This design comes from an exercise in tuning for small area on the open sky130 flow, not from production work.
Function was checked by simulation only, so behaviour that the tests miss may differ from the original.

### config.mk
export PLATFORM = sky130hd
export DESIGN_NAME = scope_sample_framer
export DESIGN_NICKNAME = scope_sample_framer
export VERILOG_FILES = /design/flow/design.v
export SDC_FILE = /design/flow/constraint.sdc
export NUM_CORES = 4
export LEC_CHECK = 0
export ABC_AREA = 1
export CAP_MARGIN = 20
export CORE_MARGIN = 2
export CORE_UTILIZATION = 65
export CTS_BUF_LIST = sky130_fd_sc_hd__clkbuf_8
export CTS_CLUSTER_DIAMETER = 60
export CTS_CLUSTER_SIZE = 16
export SLEW_MARGIN = 20
export BUFFER_PORTS_ARGS = -buffer_cell sky130_fd_sc_hd__buf_1
export CTS_ARGS = -sink_clustering_enable -repair_clock_nets -sink_clustering_size 10 -sink_clustering_max_diameter 40 -buf_list sky130_fd_sc_hd__clkbuf_4 -dont_use_dummy_load
### constraint.sdc
create_clock -name core_clock -period 10.0 [get_ports {clk_i}]
set_input_delay 2.0000 -clock core_clock [delete_from_list [all_inputs] [get_ports {clk_i}]]
set_output_delay 2.0000 -clock core_clock [all_outputs]
set_load 0.01 [all_outputs]
### design.v
package ssf_pkg;
  localparam int unsigned PKT_LEN = 14;
  localparam logic [7:0]  HDR0    = 8'hAA;
  localparam logic [7:0]  HDR1    = 8'hBB;
  localparam logic [31:0] GAIN_HIGH_RST = 32'd818241123;
  localparam logic [31:0] GAIN_MID_RST  = 32'd314988190;
  localparam logic [31:0] GAIN_LOW_RST  = 32'd135601952;
  localparam logic [27:0] OFF_HIGH_RST  = 28'd90706372;
  localparam logic [27:0] OFF_MID_RST   = 28'd87672737;
  localparam logic [27:0] OFF_LOW_RST   = 28'd81147724;
  localparam logic [15:0] PERIOD_RST    = 16'd100;
  localparam logic [15:0] WINDOW_RST    = 16'd1000;
  localparam logic [31:0] GNRM_HIGH_RST = 32'hC315798C;   
  localparam logic [31:0] GNRM_MID_RST  = 32'h9632B4F0;   
  localparam logic [31:0] GNRM_LOW_RST  = 32'h8151F200;   
  localparam logic [4:0]  GLZ_HIGH_RST  = 5'd2;
  localparam logic [4:0]  GLZ_MID_RST   = 5'd3;
  localparam logic [4:0]  GLZ_LOW_RST   = 5'd4;
endpackage
module ssf_front (
  input  logic        clk_i,
  input  logic        rst_ni,
  input  logic        acc_i,
  input  logic        first_i,
  input  logic [63:0] now_i,
  input  logic [8:0]  cnt_i,
  input  logic        ok_i,
  input  logic [15:0] per_i,
  input  logic [15:0] win_i,
  input  logic        start_i,
  output logic        pend_o,
  output logic [63:0] stamp_o
);
  logic [63:0] sn_q, sn_d;
  logic [15:0] dl, el;
  logic        c16, lo_ok, over, resync, hz, ho, b;
  logic [63:16] hp, hg, hk;
  ssf_add #(16) u_diff (.a(now_i[15:0]), .b(sn_q[15:0]), .ci(1'b1), .s(dl), .co(c16));
  always_comb begin
    hp = now_i[63:16] ^ sn_q[63:16];
    hg = now_i[63:16] & sn_q[63:16];
    hk = now_i[63:16] | sn_q[63:16];
    hz = (hp[16] == c16) && hk[63];
    ho = (hp[16] != c16) && !hg[63];
    for (int i = 17; i < 64; i++) begin
      hz = hz && (hp[i] == hk[i-1]);
      ho = ho && (hp[i] != hg[i-1]);
    end
    b  = ho;
    el = b ? ~dl : dl;
  end
  ssf_add #(16) u_win (.a(win_i), .b(~el), .ci(!b), .s(), .co(lo_ok));
  assign over   = !(hz || ho) || !lo_ok;
  assign resync = first_i && ((sn_q == '1) || over);
  logic [25:0] op [11];
  logic [25:0] l1 [8], l2 [6], l3 [4], l4 [3], ys, yc, y;
  function automatic logic [25:0] maj(input logic [25:0] x0, input logic [25:0] x1,
                                      input logic [25:0] x2);
    logic [25:0] m;
    m = (x0 & x1) | (x0 & x2) | (x1 & x2);
    maj = {m[24:0], 1'b0};
  endfunction
  always_comb begin
    for (int i = 0; i < 8; i++) begin
      op[i] = (cnt_i[i] && !cnt_i[8]) ? (26'(per_i) << i) : '0;
    end
    op[8]  = cnt_i[8] ? (26'(per_i) << 8) : '0;
    op[9]  = ~{2'b00, now_i[23:0]};
    op[10] = ok_i ? '1 : ~{10'b0, per_i};
    for (int k = 0; k < 3; k++) begin
      l1[2*k]   = op[3*k] ^ op[3*k+1] ^ op[3*k+2];
      l1[2*k+1] = maj(op[3*k], op[3*k+1], op[3*k+2]);
    end
    l1[6] = op[9];
    l1[7] = op[10];
    for (int k = 0; k < 2; k++) begin
      l2[2*k]   = l1[3*k] ^ l1[3*k+1] ^ l1[3*k+2];
      l2[2*k+1] = maj(l1[3*k], l1[3*k+1], l1[3*k+2]);
    end
    l2[4] = l1[6];
    l2[5] = l1[7];
    for (int k = 0; k < 2; k++) begin
      l3[2*k]   = l2[3*k] ^ l2[3*k+1] ^ l2[3*k+2];
      l3[2*k+1] = maj(l2[3*k], l2[3*k+1], l2[3*k+2]);
    end
    l4[0] = l3[0] ^ l3[1] ^ l3[2];
    l4[1] = maj(l3[0], l3[1], l3[2]);
    l4[2] = l3[3];
    ys = l4[0] ^ l4[1] ^ l4[2];
    yc = maj(l4[0], l4[1], l4[2]);
  end
  logic [25:0] v;
  logic [39:0] base_hn;
  logic        up, dn;
  ssf_add #(26) u_y (.a(ys), .b(yc), .ci(1'b1), .s(y), .co());
  assign v = ~y;
  logic [40:0] all1, all0;
  always_comb begin
    dn = v[25];
    up = !v[25] && v[24];
    all1[0] = 1'b1;
    all0[0] = 1'b1;
    for (int i = 0; i < 40; i++) begin
      all1[i+1] = all1[i] && now_i[24+i];
      all0[i+1] = all0[i] && !now_i[24+i];
      base_hn[i] = !(now_i[24+i] ^ ((up && all1[i]) || (dn && all0[i])));
    end
  end
  logic [63:0] sn_dec;
  logic        step;
  assign step = (acc_i && !ok_i) || start_i;
  ssf_add #(64) u_dec (.a(sn_q), .b({48'hFFFF_FFFF_FFFF, step ? ~per_i : 16'hFFFF}), .ci(1'b1),
                       .s(sn_dec), .co());
  assign sn_d = (acc_i && resync) ? {base_hn, y[23:0]} : sn_dec;
  always_ff @(posedge clk_i or negedge rst_ni) begin
    if (!rst_ni) begin
      sn_q   <= '1;
      pend_o <= 1'b0;
    end else begin
      sn_q <= sn_d;
      if (acc_i && ok_i) begin
        pend_o <= 1'b1;
      end else if (start_i) begin
        pend_o <= 1'b0;
      end
    end
  end
  assign stamp_o = sn_q;
endmodule
module ssf_add #(
  parameter int N = 8
) (
  input  logic [N-1:0] a,
  input  logic [N-1:0] b,
  input  logic         ci,
  output logic [N-1:0] s,
  output logic         co
);
  logic [N:0] g, p, g0, p0;
  always_comb begin
    g[0] = ci;
    p[0] = 1'b0;
    for (int i = 0; i < N; i++) begin
      g[i+1] = a[i] & b[i];
      p[i+1] = a[i] ^ b[i];
    end
    g0 = g;
    p0 = p;
    for (int d = 1; d <= N; d = d * 2) begin
      for (int i = 2 * d - 1; i <= N; i = i + 2 * d) begin
        g[i] = g[i] | (p[i] & g[i-d]);
        p[i] = p[i] & p[i-d];
      end
    end
    for (int d = 1 << $clog2(N + 1); d >= 1; d = d / 2) begin
      for (int i = 3 * d - 1; i <= N; i = i + 2 * d) begin
        g[i] = g[i] | (p[i] & g[i-d]);
        p[i] = p[i] & p[i-d];
      end
    end
    for (int i = 0; i < N; i++) begin
      s[i] = p0[i+1] ^ g[i];
    end
    co = g[N];
  end
endmodule
module ssf_norm (
  input  logic [31:0] d_i,
  output logic [31:0] n_o,
  output logic [4:0]  lz_o
);
  logic [31:0] s16, s8, s4, s2;
  always_comb begin
    lz_o[4] = (d_i[31:16] == '0);
    s16     = lz_o[4] ? {d_i[15:0], 16'b0} : d_i;
    lz_o[3] = (s16[31:24] == '0);
    s8      = lz_o[3] ? {s16[23:0], 8'b0} : s16;
    lz_o[2] = (s8[31:28] == '0);
    s4      = lz_o[2] ? {s8[27:0], 4'b0} : s8;
    lz_o[1] = (s4[31:30] == '0);
    s2      = lz_o[1] ? {s4[29:0], 2'b0} : s4;
    lz_o[0] = !s2[31];
    n_o     = lz_o[0] ? {s2[30:0], 1'b0} : s2;
  end
endmodule
module ssf_float (
  input  logic        clk_i,
  input  logic        rst_ni,
  input  logic        load_i,
  input  logic [11:0] mv_i,
  input  logic [1:0]  mode_i,
  input  logic [95:0] gn_i,
  input  logic [14:0] glz_i,
  input  logic [83:0] off_i,
  input  logic        f_free_i,
  output logic        free_o,
  output logic        f_wr_o,
  output logic [31:0] f_o
);
  localparam logic [2:0] PH_IDLE = 3'd0;
  localparam logic [2:0] PH_PREP = 3'd1;
  localparam logic [2:0] PH_MUL  = 3'd2;
  localparam logic [2:0] PH_DIV  = 3'd3;
  localparam logic [2:0] PH_DONE = 3'd4;
  logic [2:0]  ph_q;
  logic [11:0] mv_q;
  logic [2:0]  dc_q;
  logic [31:0] acc_q;
  logic [27:0] x_q;
  logic        l1_q, stk_q;
  logic [6:0]  rem_q;
  logic [1:0]  r_q;
  logic        sgn_q, zero_q;
  logic [7:0]  e0_q;
  logic [1:0]  r;
  logic [27:0] off, mag;
  logic [11:0] hp, hn;
  logic        cp, cn, neg, olnz, gtop;
  logic [15:0] oln;
  logic [4:0]  pd;
  logic [1:0]  sh;
  logic [27:0] xl;
  logic [4:0]  lz;
  always_comb begin
    r    = (mode_i == 2'd3) ? 2'd2 : mode_i;
    case (r_q)
      2'd0:    begin off = off_i[27:0];  lz = glz_i[4:0];   gtop = gn_i[31]; end
      2'd1:    begin off = off_i[55:28]; lz = glz_i[9:5];   gtop = gn_i[63]; end
      default: begin off = off_i[83:56]; lz = glz_i[14:10]; gtop = gn_i[95]; end
    endcase
    olnz = (off[15:0] != '0);
  end
  logic [12:0] chp, chn;
  logic [16:0] cl;
  always_comb begin
    chp[0] = !olnz;
    chn[0] = 1'b1;
    for (int i = 0; i < 12; i++) begin
      hp[i]    = mv_q[i] ^ !off[16+i] ^ chp[i];
      chp[i+1] = (mv_q[i] & !off[16+i]) | (mv_q[i] & chp[i]) | (!off[16+i] & chp[i]);
      hn[i]    = off[16+i] ^ !mv_q[i] ^ chn[i];
      chn[i+1] = (off[16+i] & !mv_q[i]) | (off[16+i] & chn[i]) | (!mv_q[i] & chn[i]);
    end
    cp = chp[12];
    cn = chn[12];
    cl[0] = 1'b1;
    for (int i = 0; i < 16; i++) begin
      oln[i]  = !off[i] ^ cl[i];
      cl[i+1] = !off[i] && cl[i];
    end
  end
  always_comb begin
    neg = !cp;
    mag = neg ? {hn, off[15:0]} : {hp, oln};
    pd  = '0;
    for (int i = 0; i < 28; i++) begin
      if (mag[i]) pd = 5'(i);
    end
    sh  = ~pd[1:0];
    case (sh)
      2'd0:    xl = mag;
      2'd1:    xl = {mag[26:0], 1'b0};
      2'd2:    xl = {mag[25:0], 2'b0};
      default: xl = {mag[24:0], 3'b0};
    endcase
  end
  logic [31:0] g;
  logic [35:0] r0, r1, r2, r3, c1s, c1c, c2s, c2c, c3s, c3c, sum;
  logic        mul_last;
  always_comb begin
    case (r_q)
      2'd0:    g = gn_i[31:0];
      2'd1:    g = gn_i[63:32];
      default: g = gn_i[95:64];
    endcase
    r0  = x_q[0] ? {4'b0, g} : '0;
    r1  = x_q[1] ? {3'b0, g, 1'b0} : '0;
    r2  = x_q[2] ? {2'b0, g, 2'b0} : '0;
    r3  = x_q[3] ? {1'b0, g, 3'b0} : '0;
    c1s = {4'b0, acc_q} ^ r0 ^ r1;
    c1c = (({4'b0, acc_q} & r0) | ({4'b0, acc_q} & r1) | (r0 & r1)) << 1;
    c2s = c1s ^ c1c ^ r2;
    c2c = ((c1s & c1c) | (c1s & r2) | (c1c & r2)) << 1;
    c3s = c2s ^ c2c ^ r3;
    c3c = ((c2s & c2c) | (c2s & r3) | (c2c & r3)) << 1;
    mul_last = (x_q[27:4] == '0);
  end
  ssf_add #(36) u_mul (.a(c3s), .b(c3c), .ci(1'b0), .s(sum), .co());
  logic        dfirst;
  logic [6:0]  rin;
  logic [5:0]  din, q6;
  logic [6:0]  rr;
  logic [8:0]  t;
  always_comb begin
    dfirst = (dc_q == 3'd0);
    rin    = dfirst ? {1'b0, acc_q[31:26]} : rem_q;
    din    = dfirst ? acc_q[25:20] : acc_q[29:24];
    rr     = rin;
    for (int i = 5; i >= 0; i--) begin
      t     = {1'b0, rr, din[i]} + 9'd131;
      q6[i] = t[8];
      rr    = t[8] ? t[6:0] : {rr[5:0], din[i]};
    end
  end
  logic [29:0] qv;
  logic [23:0] mant;
  logic        guard, sticky, up;
  logic [24:0] mr, mc;
  logic [1:0]  lq;
  logic [7:0]  ex;
  always_comb begin
    qv = acc_q[29:0];
    if (qv[29]) begin
      lq = 2'd2; mant = qv[29:6]; guard = qv[5]; sticky = |qv[4:0];
    end else if (qv[28]) begin
      lq = 2'd1; mant = qv[28:5]; guard = qv[4]; sticky = |qv[3:0];
    end else begin
      lq = 2'd0; mant = qv[27:4]; guard = qv[3]; sticky = |qv[2:0];
    end
    sticky = sticky || (rem_q != '0) || stk_q;
    up     = guard && (sticky || mant[0]);
    mc[0]  = up;
    for (int i = 0; i < 24; i++) begin
      mr[i]   = mant[i] ^ mc[i];
      mc[i+1] = mant[i] && mc[i];
    end
    mr[24] = mc[24];
    ex     = e0_q + {6'b0, lq} + {7'b0, mr[24]};
    f_o    = zero_q ? '0 : {sgn_q, ex, mr[22:0]};
  end
  assign free_o = (ph_q == PH_IDLE) || ((ph_q == PH_DONE) && f_free_i);
  assign f_wr_o = (ph_q == PH_DONE) && f_free_i;
  always_ff @(posedge clk_i or negedge rst_ni) begin
    if (!rst_ni) begin
      ph_q <= PH_IDLE;
      dc_q <= '0;
    end else begin
      if (load_i) begin
        ph_q <= PH_PREP;
        dc_q <= '0;
      end else begin
        case (ph_q)
          PH_PREP: ph_q <= PH_MUL;
          PH_MUL: if (mul_last) ph_q <= PH_DIV;
          PH_DIV: begin
            dc_q <= dc_q + 1'b1;
            if (dc_q == 3'd4) ph_q <= PH_DONE;
          end
          PH_DONE: if (f_free_i) ph_q <= PH_IDLE;
          default: ;
        endcase
      end
    end
  end
  always_ff @(posedge clk_i) begin
    if (load_i) begin
      mv_q   <= mv_i;
      r_q    <= r;
    end else if (ph_q == PH_PREP) begin
      acc_q  <= '0;
      x_q    <= xl;
      l1_q   <= 1'b0;
      stk_q  <= 1'b0;
      sgn_q  <= neg;
      zero_q <= (mag == '0) || !gtop;
      e0_q   <= 8'd108 + 8'(pd) - 8'(lz);
    end else if (ph_q == PH_MUL) begin
      acc_q <= sum[35:4];
      x_q   <= x_q >> 4;
      l1_q  <= sum[3];
      stk_q <= stk_q || l1_q || (sum[2:0] != '0);
    end else if (ph_q == PH_DIV) begin
      rem_q <= rr;
      if (dfirst) begin
        acc_q[29:0] <= {acc_q[19:0], l1_q, 3'b000, q6};
      end else begin
        acc_q[29:0] <= {acc_q[23:0], q6};
      end
    end
  end
endmodule
module ssf_serial (
  input  logic        clk_i,
  input  logic        rst_ni,
  input  logic        pend_i,
  input  logic [63:0] stamp_i,
  output logic        start_o,
  input  logic        f_wr_i,
  input  logic [31:0] f_i,
  output logic        f_free_o,
  input  logic        pop_i,
  output logic        empty_o,
  output logic [7:0]  byte_o,
  output logic        last_o
);
  logic        act_q, fv_q;
  logic [3:0]  idx_q;
  logic [63:0] t_q;
  logic [31:0] f_q;
  logic        fwait, take, last;
  logic [111:0] bytes;
  assign last     = (idx_q == 4'd13);
  assign fwait    = !fv_q && (idx_q >= 4'd2) && (idx_q <= 4'd5);
  assign empty_o  = !act_q || fwait;
  assign take     = pop_i && !empty_o;
  assign start_o  = pend_i && (!act_q || (take && last));
  assign f_free_o = !fv_q;
  assign last_o   = last;
  assign bytes  = {~t_q, f_q, ssf_pkg::HDR1, ssf_pkg::HDR0};
  assign byte_o = bytes[8*idx_q +: 8];
  always_ff @(posedge clk_i or negedge rst_ni) begin
    if (!rst_ni) begin
      act_q <= 1'b0;
      fv_q  <= 1'b0;
      idx_q <= '0;
    end else begin
      if (start_o) begin
        act_q <= 1'b1;
        idx_q <= '0;
      end else if (take) begin
        if (last) begin
          act_q <= 1'b0;
        end
        idx_q <= idx_q + 1'b1;
      end
      if (f_wr_i) begin
        fv_q <= 1'b1;
      end else if (take && (idx_q == 4'd5)) begin
        fv_q <= 1'b0;
      end
    end
  end
  always_ff @(posedge clk_i) begin
    if (start_o) begin
      t_q <= stamp_i;
    end
    if (f_wr_i) begin
      f_q <= f_i;
    end
  end
endmodule
module scope_sample_framer (
  input  logic        clk_i,
  input  logic        rst_ni,
  input  logic        push,
  output logic        full,
  input  logic        first_of_chunk_i,
  input  logic [63:0] current_time_us_i,
  input  logic [8:0]  chunk_samples_i,
  input  logic [1:0]  gain_mode_i,
  input  logic        channel_ok_i,
  input  logic [11:0] calibrated_mv_i,
  output logic        empty,
  input  logic        pop,
  output logic [7:0]  out_byte_o,
  output logic        last_of_packet_o,
  input  logic        cfg_we_i,
  input  logic [2:0]  cfg_idx_i,
  input  logic [31:0] cfg_wdata_i
);
  logic [95:0] gn_q;
  logic [14:0] glz_q;
  logic [83:0] off_q;
  logic [15:0] per_q, win_q;
  logic [31:0] wn;
  logic [4:0]  wlz;
  logic        pend, eng_free, accept, m_accept, start;
  logic [63:0] stamp;
  logic        f_free, f_wr;
  logic [31:0] fbits;
  ssf_norm u_norm (
    .d_i  (cfg_wdata_i),
    .n_o  (wn),
    .lz_o (wlz)
  );
  logic [7:0]  we;
  localparam logic [95:0] GN_RST = {ssf_pkg::GNRM_LOW_RST, ssf_pkg::GNRM_MID_RST,
                                    ssf_pkg::GNRM_HIGH_RST};
  localparam logic [14:0] GLZ_RST = {ssf_pkg::GLZ_LOW_RST, ssf_pkg::GLZ_MID_RST,
                                     ssf_pkg::GLZ_HIGH_RST};
  localparam logic [83:0] OFF_RST = {ssf_pkg::OFF_LOW_RST, ssf_pkg::OFF_MID_RST,
                                     ssf_pkg::OFF_HIGH_RST};
  function automatic logic [31:0] force_rst(input logic [31:0] d, input logic [31:0] rv,
                                            input logic rn);
    force_rst = rn ? d : rv;
  endfunction
  always_comb begin
    for (int k = 0; k < 8; k++) begin
      we[k] = !rst_ni || (cfg_we_i && (cfg_idx_i == 3'(k)));
    end
  end
  always_ff @(posedge clk_i) begin
    if (we[0]) gn_q[31:0]   <= force_rst(wn, GN_RST[31:0], rst_ni);
    if (we[1]) gn_q[63:32]  <= force_rst(wn, GN_RST[63:32], rst_ni);
    if (we[2]) gn_q[95:64]  <= force_rst(wn, GN_RST[95:64], rst_ni);
    if (we[0]) glz_q[4:0]   <= 5'(force_rst(32'(wlz), 32'(GLZ_RST[4:0]), rst_ni));
    if (we[1]) glz_q[9:5]   <= 5'(force_rst(32'(wlz), 32'(GLZ_RST[9:5]), rst_ni));
    if (we[2]) glz_q[14:10] <= 5'(force_rst(32'(wlz), 32'(GLZ_RST[14:10]), rst_ni));
    if (we[3]) off_q[27:0]  <= 28'(force_rst(cfg_wdata_i, 32'(OFF_RST[27:0]), rst_ni));
    if (we[4]) off_q[55:28] <= 28'(force_rst(cfg_wdata_i, 32'(OFF_RST[55:28]), rst_ni));
    if (we[5]) off_q[83:56] <= 28'(force_rst(cfg_wdata_i, 32'(OFF_RST[83:56]), rst_ni));
    if (we[6]) per_q        <= 16'(force_rst(cfg_wdata_i, 32'(ssf_pkg::PERIOD_RST), rst_ni));
    if (we[7]) win_q        <= 16'(force_rst(cfg_wdata_i, 32'(ssf_pkg::WINDOW_RST), rst_ni));
  end
  assign full     = pend || !eng_free;
  assign accept   = push && !full;
  assign m_accept = accept && channel_ok_i;
  ssf_front u_front (
    .clk_i   (clk_i),
    .rst_ni  (rst_ni),
    .acc_i   (accept),
    .first_i (first_of_chunk_i),
    .now_i   (current_time_us_i),
    .cnt_i   (chunk_samples_i),
    .ok_i    (channel_ok_i),
    .per_i   (per_q),
    .win_i   (win_q),
    .start_i (start),
    .pend_o  (pend),
    .stamp_o (stamp)
  );
  ssf_float u_float (
    .clk_i    (clk_i),
    .rst_ni   (rst_ni),
    .load_i   (m_accept),
    .mv_i     (calibrated_mv_i),
    .mode_i   (gain_mode_i),
    .gn_i     (gn_q),
    .glz_i    (glz_q),
    .off_i    (off_q),
    .f_free_i (f_free),
    .free_o   (eng_free),
    .f_wr_o   (f_wr),
    .f_o      (fbits)
  );
  ssf_serial u_serial (
    .clk_i    (clk_i),
    .rst_ni   (rst_ni),
    .pend_i   (pend),
    .stamp_i  (stamp),
    .start_o  (start),
    .f_wr_i   (f_wr),
    .f_i      (fbits),
    .f_free_o (f_free),
    .pop_i    (pop),
    .empty_o  (empty),
    .byte_o   (out_byte_o),
    .last_o   (last_of_packet_o)
  );
endmodule
### flow/run.sh
#!/bin/bash
# Standard layout, but with the smallest buffer on the ports and no CTS dummy loads.
set -e
cat >> "$FLOW_CONFIG" <<'EOT'
export BUFFER_PORTS_ARGS = -buffer_cell sky130_fd_sc_hd__buf_1
export CTS_ARGS = -sink_clustering_enable -repair_clock_nets -sink_clustering_size 10 -sink_clustering_max_diameter 40 -buf_list sky130_fd_sc_hd__clkbuf_4 -dont_use_dummy_load
EOT
bash standard.sh > standard.log 2>&1
### standard.sh
#!/bin/bash
# synth_recipe.tcl (not shown) runs the flow's synth.tcl, then flattens the netlist and writes it again
# the make line also repeats each setting of config.mk as NAME=value (left out here)
make -C /OpenROAD-flow-scripts/flow DESIGN_CONFIG=/design/flow/config.mk WORK_HOME=/design/flow/orfs CLKGATE_MAP_FILE= SYNTH_SCRIPT=/design/flow/synth_recipe.tcl "${@:-finish}"
==> results of run 1 <==
## kinds of logic after synthesis
kind of cell               synth area share [%]
AOI/OAI and AO/OA                          11.3
adders and majority gates                  23.8
muxes                                     0.126
and+or+nand+nor                            17.5
DFF                                        34.6
xor gates and xnor gates                   2.91
buffers and inverters                      9.73
## final cells by class
| cell class | instances | area (µm²) |
|---|---|---|
| Timing Repair inverter | 2 | 12.5 |
| Multi-Input combinational cell | 3249 | 23400 |
| Tap cell | 855 | 1070 |
| Antenna cell | 3 | 7.51 |
| Sequential cell | 493 | 14500 |
| Timing Repair Buffer | 212 | 1130 |
| Clock buffer | 79 | 593 |
| Fill cell | 5221 | 19900 |
| Inverter | 933 | 3510 |
## critical path, delay by kind of cell, from the launching register on
family	cells	cell delay (ps)
buffers and inverters	14	1560
XOR/XNOR	1	140
flip-flops	1	540
AND/OR/NAND/NOR	21	1640
AO/OA/AOI/OAI	3	690
adder cells (fa/ha/maj)	16	4520
## final timing paths
check	to	slack (ps)	cells after the start
min	u_serial.t_q[51]	480	0
max reg2reg	u_float.e0_q[5]	640	55
max in group asynchronous	u_float.dc_q[1]	7320	3
max	u_float.e0_q[5]	640	55
min reg2reg	u_serial.t_q[51]	480	0
min in group asynchronous	u_front.sn_q[13]	1420	1
## flip-flops by register name, summed over array words and instances, names as in the netlist
signal	flops
glz_q	15
u_float.acc_q	32
u_serial.f_q	32
win_q	16
u_serial.act_q	1
u_float.mv_q	12
u_float.l1_q	1
u_float.zero_q	1
gn_q	96
u_serial.t_q	64
u_front.pend_o	1
u_float.x_q	28
off_q	84
u_float.ph_q	3
u_front.sn_q	64
u_float.rem_q	7
u_serial.fv_q	1
u_float.sgn_q	1
per_q	16
u_float.r_q	2
u_serial.idx_q	4
u_float.dc_q	3
u_float.stk_q	1
u_float.e0_q	8
## layer usage
| metal | GRT usage (%) | part of all wire [%] | up-vias |
|---|---|---|---|
| li1 | - | - | 15981 |
| met1 | 49.8 | 42 | 16091 |
| met2 | 57.1 | 46 | 1542 |
| met3 | 5.40 | 8.7 | 213 |
| met4 | 10.8 | 2.9 | 2 |
| met5 | 0 | 0.011 | - |
## repair_timing
| action | in CTS | in global routing |
|---|---|---|
| endpoints found under the setup margin | 0 | 33 |
| setup buffers | 0 | 12 |
| gates resized for setup | 0 | 22 |
| endpoints found under the hold margin | 0 | 0 |
## Yosys cell counts (all sizes together) (8+ instances only)
master,number
nand2,862
clkbuf,129
o21bai,9
nand4,56
xnor2,76
o22a,32
a22oi,20
a211oi,15
xor2,63
edfxtp,416
a221oi,16
nor2,489
o21ai,302
o21a,37
nand3,141
a21o,11
fa,297
dfrtp,13
inv,925
ha,322
or2,46
buf,17
o221ai,18
o22ai,81
nor4,34
dfstp,64
a31oi,19
o2111ai,10
o211ai,9
clkinv,8
nor3,55
and3,11
o31ai,8
a21oi,164
## per-stage QoR
step           instances  setup slack, ps  area, µm²  hold WS (ps)  utilization (%)
6_report            5826              636      44200           485             69.0
5_1_grt             5826             11.8      44200           487             69.0
4_1_cts             5807              355      44000           472             68.6
3_5_place_dp        5728              127      43400           494             67.7
3_3_place_gp        5728              251      43400           492             67.7
2_1_floorplan       4821              640      41900           467                -
==> results.txt, run 1 <==
I/O Pins=140; # rows=93; routability cong.=1.03; DRC Markers=0; DP HPWL=91800 µm; Hold Path Origin=u_front.sn_q[51]; RSZ-0062 raised after global routing=no; share of cells above drive strength 1=7.17%; Max clock buf depth=3; CP Capture Type=flip-flop; # setup viols final=0; CP startpoint kind=flip-flop; total CTS buffers=79; die area=66400 µm²; mapped cell area=41900 µm²; Synth area leader=edfxtp_1; antenna viol nets, final=0; proportion of netlist area held by the largest area contributor=29.8%; core area=64100 µm²; CP startpoint=u_float.r_q[1]; nets=5718; GRT overflow=0; Synth-to-Final Area Change=5.62%; largest net degree at the start of global routing=65; Req. time, crit path=10630 ps; CP arrival=9990 ps; antenna violations before repair=4; highest-count cells in the layout ignoring fill and taps=913 x inv_1, 823 x nand2_1, 465 x nor2_1, 416 x edfxtp_1, 321 x ha_1; commonest non-fill, non-tap cell in the layout=inv_1; yosys warns=14; via count=33829; WL/cell=19.9 µm; period utilization=93.6%; die width=258 µm; Tmin final=9360 ps; ranking of synthesized cells by area=edfxtp_1 30%, fa_1 14%, ha_1 9.6%, inv_1 8.2%, nand2_1 7.4%; final wirelength=116000 µm; share of the yosys chip area belonging to registers=34.6%; Mapped Cells=4821; root buffer selected by CTS=clkbuf_4; synthesized area per cell=8.68 µm²; IO Port Bufs=139; All-Layer GR Usage=35.4%; starting density of the core=65.3%; slowest stage cell, crit path=edfxtp_1; Via density=5.81; DR iter-0 viols=3329; worst setup path class=reg2reg; register bit total from synthesis=493; CP most frequent cell=nand2_1; Die Height=258 µm; Hold Crit Class=reg2reg; run status=no timing/DRC/antenna violations; CP max stage delay=540 ps; Final Hold Fails=0; H-Tree Depth=3; Worst-path clk slew=100 ps; CTS tree=yes; drt pass-1 iters=8; Async S/R FF share, synth=15.6%; Worst-Skew Late Latency=900 ps; vias in the first global route=33078; hold buffer count at cts=0; Post-synth EDFFs=416; Max Fanout on Critical Path=9; Peak Freq=107 MHz; Top FF cell, synth=edfxtp_1; setup TNS=0 ps; Slew Limit Fails=0; worst reg2reg startpoint=u_float.r_q[1]; Slew headroom=25.1%; clk_skew=169 ps; first-pass GRT wire length=182000 µm; Least-Margin Pin Slew=1120 ps; CTS sink cnt=493; Max Cap Viol=0; post-synth cell types=67; syn nets=5569
==> run 2, diff against run 1 <==
==> flow/run.sh (replaced) <==
#!/bin/bash
# Standard layout, but with the smallest buffer on the ports and no CTS dummy loads.
set -e
cat >> "$FLOW_CONFIG" <<'EOT'
export BUFFER_PORTS_ARGS = -buffer_cell sky130_fd_sc_hd__buf_1
export CTS_ARGS = -sink_clustering_enable -repair_clock_nets -sink_clustering_size 16 -sink_clustering_max_diameter 60 -buf_list {sky130_fd_sc_hd__clkbuf_4 sky130_fd_sc_hd__clkbuf_8} -dont_use_dummy_load
EOT
bash standard.sh > standard.log 2>&1
--- a/config.mk
+++ b/config.mk
@@ -16,2 +16,2 @@
 export BUFFER_PORTS_ARGS = -buffer_cell sky130_fd_sc_hd__buf_1
-export CTS_ARGS = -sink_clustering_enable -repair_clock_nets -sink_clustering_size 10 -sink_clustering_max_diameter 40 -buf_list sky130_fd_sc_hd__clkbuf_4 -dont_use_dummy_load
+export CTS_ARGS = -sink_clustering_enable -repair_clock_nets -sink_clustering_size 16 -sink_clustering_max_diameter 60 -buf_list {sky130_fd_sc_hd__clkbuf_4 sky130_fd_sc_hd__clkbuf_8} -dont_use_dummy_load
==> run 2 against run 1 <==
  * Sequential cell count unchanged
  * Routed wire length about the same
  * First-iteration DRC count decreased by 2.0%
  * Cell area about the same
  * Maximum frequency decreased by 0.48%
==> results.txt, run 2 <==
period utilization=94.1%; Worst-Skew Late Latency=690 ps; All-Layer GR Usage=35.2%; DP HPWL=91800 µm; top flop regs=gn_q: 96 flops, off_q: 84 flops; Max Cap Viol=0; CP startpoint kind=input port; root buffer selected by CTS=clkbuf_8; Async S/R FF share, synth=15.6%; clk_skew=103 ps; CTS sink cnt=493; drt pass-1 iters=9; Reg with most FFs=gn_q; commonest cells in the synthesized netlist=919 x inv_1, 827 x nand2_1, 474 x nor2_1, 416 x edfxtp_1, 322 x ha_1; die width=258 µm; share of cells above drive strength 1=6.47%; total CTS buffers=46; post-synth cell types=67; share of the yosys chip area belonging to registers=34.6%; commonest non-fill, non-tap cell in the layout=inv_1; DR iter-0 viols=3264; CP max stage delay=590 ps; proportion of synthesized area in mux cells=0.126%; WL/cell=20.0 µm; Synth area leader=edfxtp_1; CP arrival=9990 ps; Non-Filler Instances=5792; compound-cell area share of the yosys netlist=11.3%; Peak Freq=106 MHz; Least-Margin Pin Slew=1110 ps; CP most frequent cell=nand2_1; Synth Area in Adders=23.8%; DRC Markers=0; I/O Pins=140; Tmin final=9410 ps; count leader, synth=inv_1; GRT overflow=0; Hold Crit Class=reg2reg; nets=5683; syn nets=5569; highest-count cells in the layout ignoring fill and taps=914 x inv_1, 823 x nand2_1, 465 x nor2_1, 416 x edfxtp_1, 322 x ha_1; CTS tree=yes; mapped cell area=41900 µm²; Place WS=127 ps; synthesized area per cell=8.68 µm²; RSZ-0062 raised after global routing=no; antenna viol nets, final=0; largest family of logic cells by synthesized area=adder cells; starting density of the core=65.3%; register bit total from synthesis=493; yosys warns=14; Slew headroom=26.0%; setup TNS=0 ps; met1 WL=49700 µm; proportion of netlist area held by the largest area contributor=29.8%; core area=64100 µm²; Largest register FFs=96; Post-synth EDFFs=416; H-Tree Depth=2; IO Port Bufs=139; # rows=93; worst setup slack after layout=591 ps; top sig layer=met4; slowest stage cell, crit path=fa_1; Synth-to-Final Area Change=5.69%; CP Capture Type=flip-flop; Die Height=258 µm; Max Fanout on Critical Path=8; Design Area, Final=44200 µm²; placed cells=5728; via count=33694; Synth Area in XOR/XNOR=2.91%; simple-gate share of the synthesized area=17.5%; # setup viols final=0; Post-DP Area=43400 µm²; worst r2r path cells=56; Final Hold Fails=0; Worst-path clk slew=100 ps; routed wl met2=53300 µm; first-pass GRT wire length=182000 µm; antenna violations before repair=3; die area=66400 µm²; Top FF cell, synth=edfxtp_1; run status=no timing/DRC/antenna violations; Slew Limit Fails=0; Reg2Reg Setup Slack=620 ps; ranking of synthesized cells by area=edfxtp_1 30%, fa_1 14%, ha_1 9.6%, inv_1 8.2%, nand2_1 7.4%; Mapped Cells=4821; Hold Path Origin=u_front.sn_q[17]; Max clock buf depth=3; final wirelength=116000 µm; Req. time, crit path=10580 ps; largest net degree at the start of global routing=65; WL met3=9540 µm; Worst R2R End=u_float.e0_q[5]; vias in the first global route=32922; filler cell count=5187; end of the worst hold path=u_serial.t_q[17]; WHS Path Cells=0; routability cong.=1.03; worst setup path class=in2reg; worst reg2reg startpoint=u_float.r_q[1]; Via density=5.82
[run 2: layout make-up]
class / instances / area [µm²] / area share [%]
Clock buffer: 46 / 633 / 1.43
Sequential cell: 493 / 14500 / 32.8
Antenna cell: 4 / 10.0 / 0.0226
Inverter: 933 / 3510 / 7.94
Tap cell: 855 / 1070 / 2.42
Multi-Input combinational cell: 3249 / 23400 / 52.9
Timing Repair inverter: 2 / 15.0 / 0.0339
Timing Repair Buffer: 210 / 1110 / 2.51
[run 2: kinds of logic (layout without fill, tap and decap cells)]
kind of cell | count (synthesis) | after routing
multiplexers | 4 | 4
adder cells (fa/ha/maj) | 619 | 619
AO/OA/AOI/OAI | 779 | 779
other | 0 | 4
buffers and inverters | 1079 | 1191
XOR/XNOR | 139 | 139
flip-flops | 493 | 493
AND/OR/NAND/NOR | 1708 | 1708
[run 2: worst max-delay path: cells and delay by family]
family / cells / cell delay, ps
adder cells (fa/ha/maj): 7 / 3420
AND/OR/NAND/NOR: 22 / 3470
buffers and inverters: 6 / 490
XOR/XNOR: 1 / 200
AO/OA/AOI/OAI: 2 / 390
[run 2: worst max path at each step]
stage                             startpoint                to  slack (ps)
after global routing          u_float.r_q[1]    u_float.x_q[3]         0.8
after global placement    chunk_samples_i[8]  u_front.sn_q[61]         250
final                     chunk_samples_i[8]  u_front.sn_q[62]         590
after floorplan           chunk_samples_i[8]  u_front.sn_q[62]         640
after detailed placement  chunk_samples_i[8]  u_front.sn_q[62]         130
after CTS                     u_float.r_q[1]   u_float.e0_q[5]         330
[run 2: metal layers]
metal / GRT usage, % / vias up
li1: - / 15878
met1: 49.9 / 16119
met2: 57.0 / 1471
met3: 4.90 / 226
met4: 10.2 / 0
met5: 0 / -
[run 2: timing repair]
item                                    CTS  global route
hold buffers                              0             0
setup buffers                             0            10
gates resized for setup                   0            21
endpoints found under the setup margin    0            33
[run 2: metrics by stage]
stage / util (%) / hold slack, ps
floorplan: - / 467
global placement: 67.7 / 492
detailed placement: 67.7 / 494
CTS: 68.7 / 515
global route: 69.0 / 511
finish: 69.0 / 511
==> run 3, diff against run 2 <==
==> flow/run.sh (replaced) <==
#!/bin/bash
# Standard layout, but with the smallest buffer on the ports and no CTS dummy loads.
set -e
cat >> "$FLOW_CONFIG" <<'EOT'
export BUFFER_PORTS_ARGS = -buffer_cell sky130_fd_sc_hd__buf_1
export CTS_ARGS = -sink_clustering_enable -repair_clock_nets -sink_clustering_size 16 -sink_clustering_max_diameter 60 -buf_list sky130_fd_sc_hd__clkbuf_8 -dont_use_dummy_load
EOT
bash standard.sh > standard.log 2>&1
--- a/config.mk
+++ b/config.mk
@@ -16,2 +16,2 @@
 export BUFFER_PORTS_ARGS = -buffer_cell sky130_fd_sc_hd__buf_1
-export CTS_ARGS = -sink_clustering_enable -repair_clock_nets -sink_clustering_size 16 -sink_clustering_max_diameter 60 -buf_list {sky130_fd_sc_hd__clkbuf_4 sky130_fd_sc_hd__clkbuf_8} -dont_use_dummy_load
+export CTS_ARGS = -sink_clustering_enable -repair_clock_nets -sink_clustering_size 16 -sink_clustering_max_diameter 60 -buf_list sky130_fd_sc_hd__clkbuf_8 -dont_use_dummy_load
==> run 3 against run 2 <==
  * Die area unchanged
  * Critical path depth unchanged
  * Cell count unchanged
  * Register-to-register slack about the same
  * Area after synthesis unchanged
  * Cell area unchanged
  * Critical path type unchanged
  * Highest routed layer unchanged
==> results.txt, run 3 <==
Top FF cell, synth=edfxtp_1; antenna viol nets, final=0; CP startpoint kind=input port; CP arrival=9990 ps; drt pass-1 iters=9; Max Cap Viol=0; CTS sink cnt=493; Slew Limit Fails=0; proportion of netlist area held by the largest area contributor=29.8%; RSZ-0062 raised after global routing=no; WL/cell=20.0 µm; ranking of synthesized cells by area=edfxtp_1 30%, fa_1 14%, ha_1 9.6%, inv_1 8.2%, nand2_1 7.4%; Largest register FFs=96; count leader, synth=inv_1; share of the yosys chip area belonging to registers=34.6%; DRC Markers=0; CTS tree=yes; Tmin final=9410 ps; CP Capture Type=flip-flop; Worst Hold Margin=511 ps; Worst-path clk slew=100 ps; proportion of synthesized area in mux cells=0.126%; nets=5683; Final Hold Fails=0; Post-synth EDFFs=416; highest-count cells in the layout ignoring fill and taps=914 x inv_1, 823 x nand2_1, 465 x nor2_1, 416 x edfxtp_1, 322 x ha_1; commonest non-fill, non-tap cell in the layout=inv_1; die area=66400 µm²; register bit total from synthesis=493; top flop regs=gn_q: 96 flops, off_q: 84 flops; worst setup path class=in2reg; H-Tree Depth=2; root buffer selected by CTS=clkbuf_8; final wirelength=116000 µm; first-pass GRT wire length=182000 µm; Least-Margin Pin Slew=1110 ps; Slew headroom=26.0%; Peak Freq=106 MHz; largest net degree at the start of global routing=65; yosys warns=14; Worst-Skew Late Latency=690 ps; GRT overflow=0; I/O Pins=140; Max clock buf depth=3; Synth Area in Adders=23.8%; simple-gate share of the synthesized area=17.5%; Synth-to-Final Area Change=5.69%; # rows=93; vias in the first global route=32922; IO Port Bufs=139; antenna violations before repair=3; synthesized area per cell=8.68 µm²; run status=no timing/DRC/antenna violations; All-Layer GR Usage=35.2%; core area=64100 µm²; total CTS buffers=46; Synth area leader=edfxtp_1; compound-cell area share of the yosys netlist=11.3%; filler cell count=5187; routability cong.=1.03; DR iter-0 viols=3264; largest family of logic cells by synthesized area=adder cells; # setup viols final=0; via count=33694; CP most frequent cell=nand2_1; multi-input logic area=23400 µm²; Hold Crit Class=reg2reg; syn nets=5569; Req. time, crit path=10580 ps; die width=258 µm; Die Height=258 µm; hold buffer count at cts=0; commonest cells in the synthesized netlist=919 x inv_1, 827 x nand2_1, 474 x nor2_1, 416 x edfxtp_1, 322 x ha_1; Via density=5.82; DP HPWL=91800 µm; Reg with most FFs=gn_q; share of cells above drive strength 1=6.47%; clk_skew=103 ps; period utilization=94.1%; Reg area=14500 µm²; starting density of the core=65.3%; mapped cell area=41900 µm²; post-synth cell types=67; setup TNS=0 ps; Max Fanout on Critical Path=8; CP max stage delay=590 ps; Synth Area in XOR/XNOR=2.91%; slowest stage cell, crit path=fa_1; Async S/R FF share, synth=15.6%; Mapped Cells=4821
## run 3: cell counts after synthesis
No cell type changed its count.
## run 3: stage by stage
stage	std cells	setup slack [ps]	utilization, %	cell area, µm²
CTS	5774	328	68.7	44000
detailed placement	5728	127	67.7	43400
floorplan	4821	640	-	41900
finish	5792	591	69.0	44200
global route	5791	0.850	69.0	44200
global placement	5728	251	67.7	43400
## run 3: worst max-delay path: cells and delay by family
family	cells	cell delay [ps]
adders and majority gates	7	3420
xor gates and xnor gates	1	200
AOI/OAI and AO/OA	2	390
buffers and inverters	6	490
and+or+nand+nor	22	3470
## run 3: layer usage
layer	wire (µm)	global-route usage [%]
met1	49700	49.9
met2	53300	57.0
met3	9540	4.90
met4	3490	10.2
met5	0	0
## run 3: cell type report
cell class | count | area share, %
diodes | 4 | 0.0226
clock buffers | 46 | 1.43
inverters | 933 | 7.94
multi-input cells | 3249 | 52.9
flip-flops and latches | 493 | 32.8
well taps | 855 | 2.42
repair buffers | 210 | 2.51
repair inverters | 2 | 0.0339
## run 3: path summary, 6_finish.rpt
| kind | startpoint | to | slack (ps) | depth (start not counted) |
|---|---|---|---|---|
| min in group asynchronous | rst_ni | u_front.sn_q[16] | 1630 | 1 |
| worst max register to register | u_float.r_q[1] | u_float.e0_q[5] | 620 | 56 |
| worst min-delay path | u_front.sn_q[17] | u_serial.t_q[17] | 510 | 0 |
| max in group asynchronous | rst_ni | u_float.dc_q[2] | 7190 | 3 |
| worst min register to register | u_front.sn_q[17] | u_serial.t_q[17] | 510 | 0 |
| worst max-delay path | chunk_samples_i[8] | u_front.sn_q[62] | 590 | 38 |
## run 3: cells by family (layout without fill, tap and decap cells)
family | after synthesis | in the layout
AO/OA/AOI/OAI | 779 | 779
multiplexers | 4 | 4
other | 0 | 4
AND/OR/NAND/NOR | 1708 | 1708
buffers and inverters | 1079 | 1191
XOR/XNOR | 139 | 139
flip-flops | 493 | 493
adder cells (fa/ha/maj) | 619 | 619
## run 3: what timing repair did
item | CTS | global route
setup endpoints to repair | 0 | 33
hold endpoints to repair | 0 | 0
gates resized for setup | 0 | 21
buffers inserted | 0 | 10

==> re-timing with driven ports <==
How much do the figures lean on ideal ports? The routed layouts below were timed once more, with nothing changed but the port constraints.
Step 1: set_driving_cell puts a clkbuf_16 on clk_i and a buf_2 on each other input, an assumption about the parent block.
Step 2 also shifts input and output timing later by t, the mid clock arrival at the registers, as if the neighbouring blocks saw the same clock.
Three values: ideal, step 1, step 2; two values: the first two.
run	t (ns)	slack for setup (ns)	worst hold slack (ns)	worst setup path at the end
run 1	0.878	0.636 / 0.636 / -0.054	0.485 / 0.485 / 0.485	input to register
run 2	0.705	0.591 / 0.619 / -0.074	0.511 / 0.511 / 0.511	input to register
run 3	0.705	0.591 / 0.619 / -0.074	0.511 / 0.511 / 0.511	input to register
Met with ideal ports but missed after step 2: setup timing in every run listed. The setup slack of run 1, which loses most, moves by 0.000 ns with the drivers and by -0.690 ns with both steps.
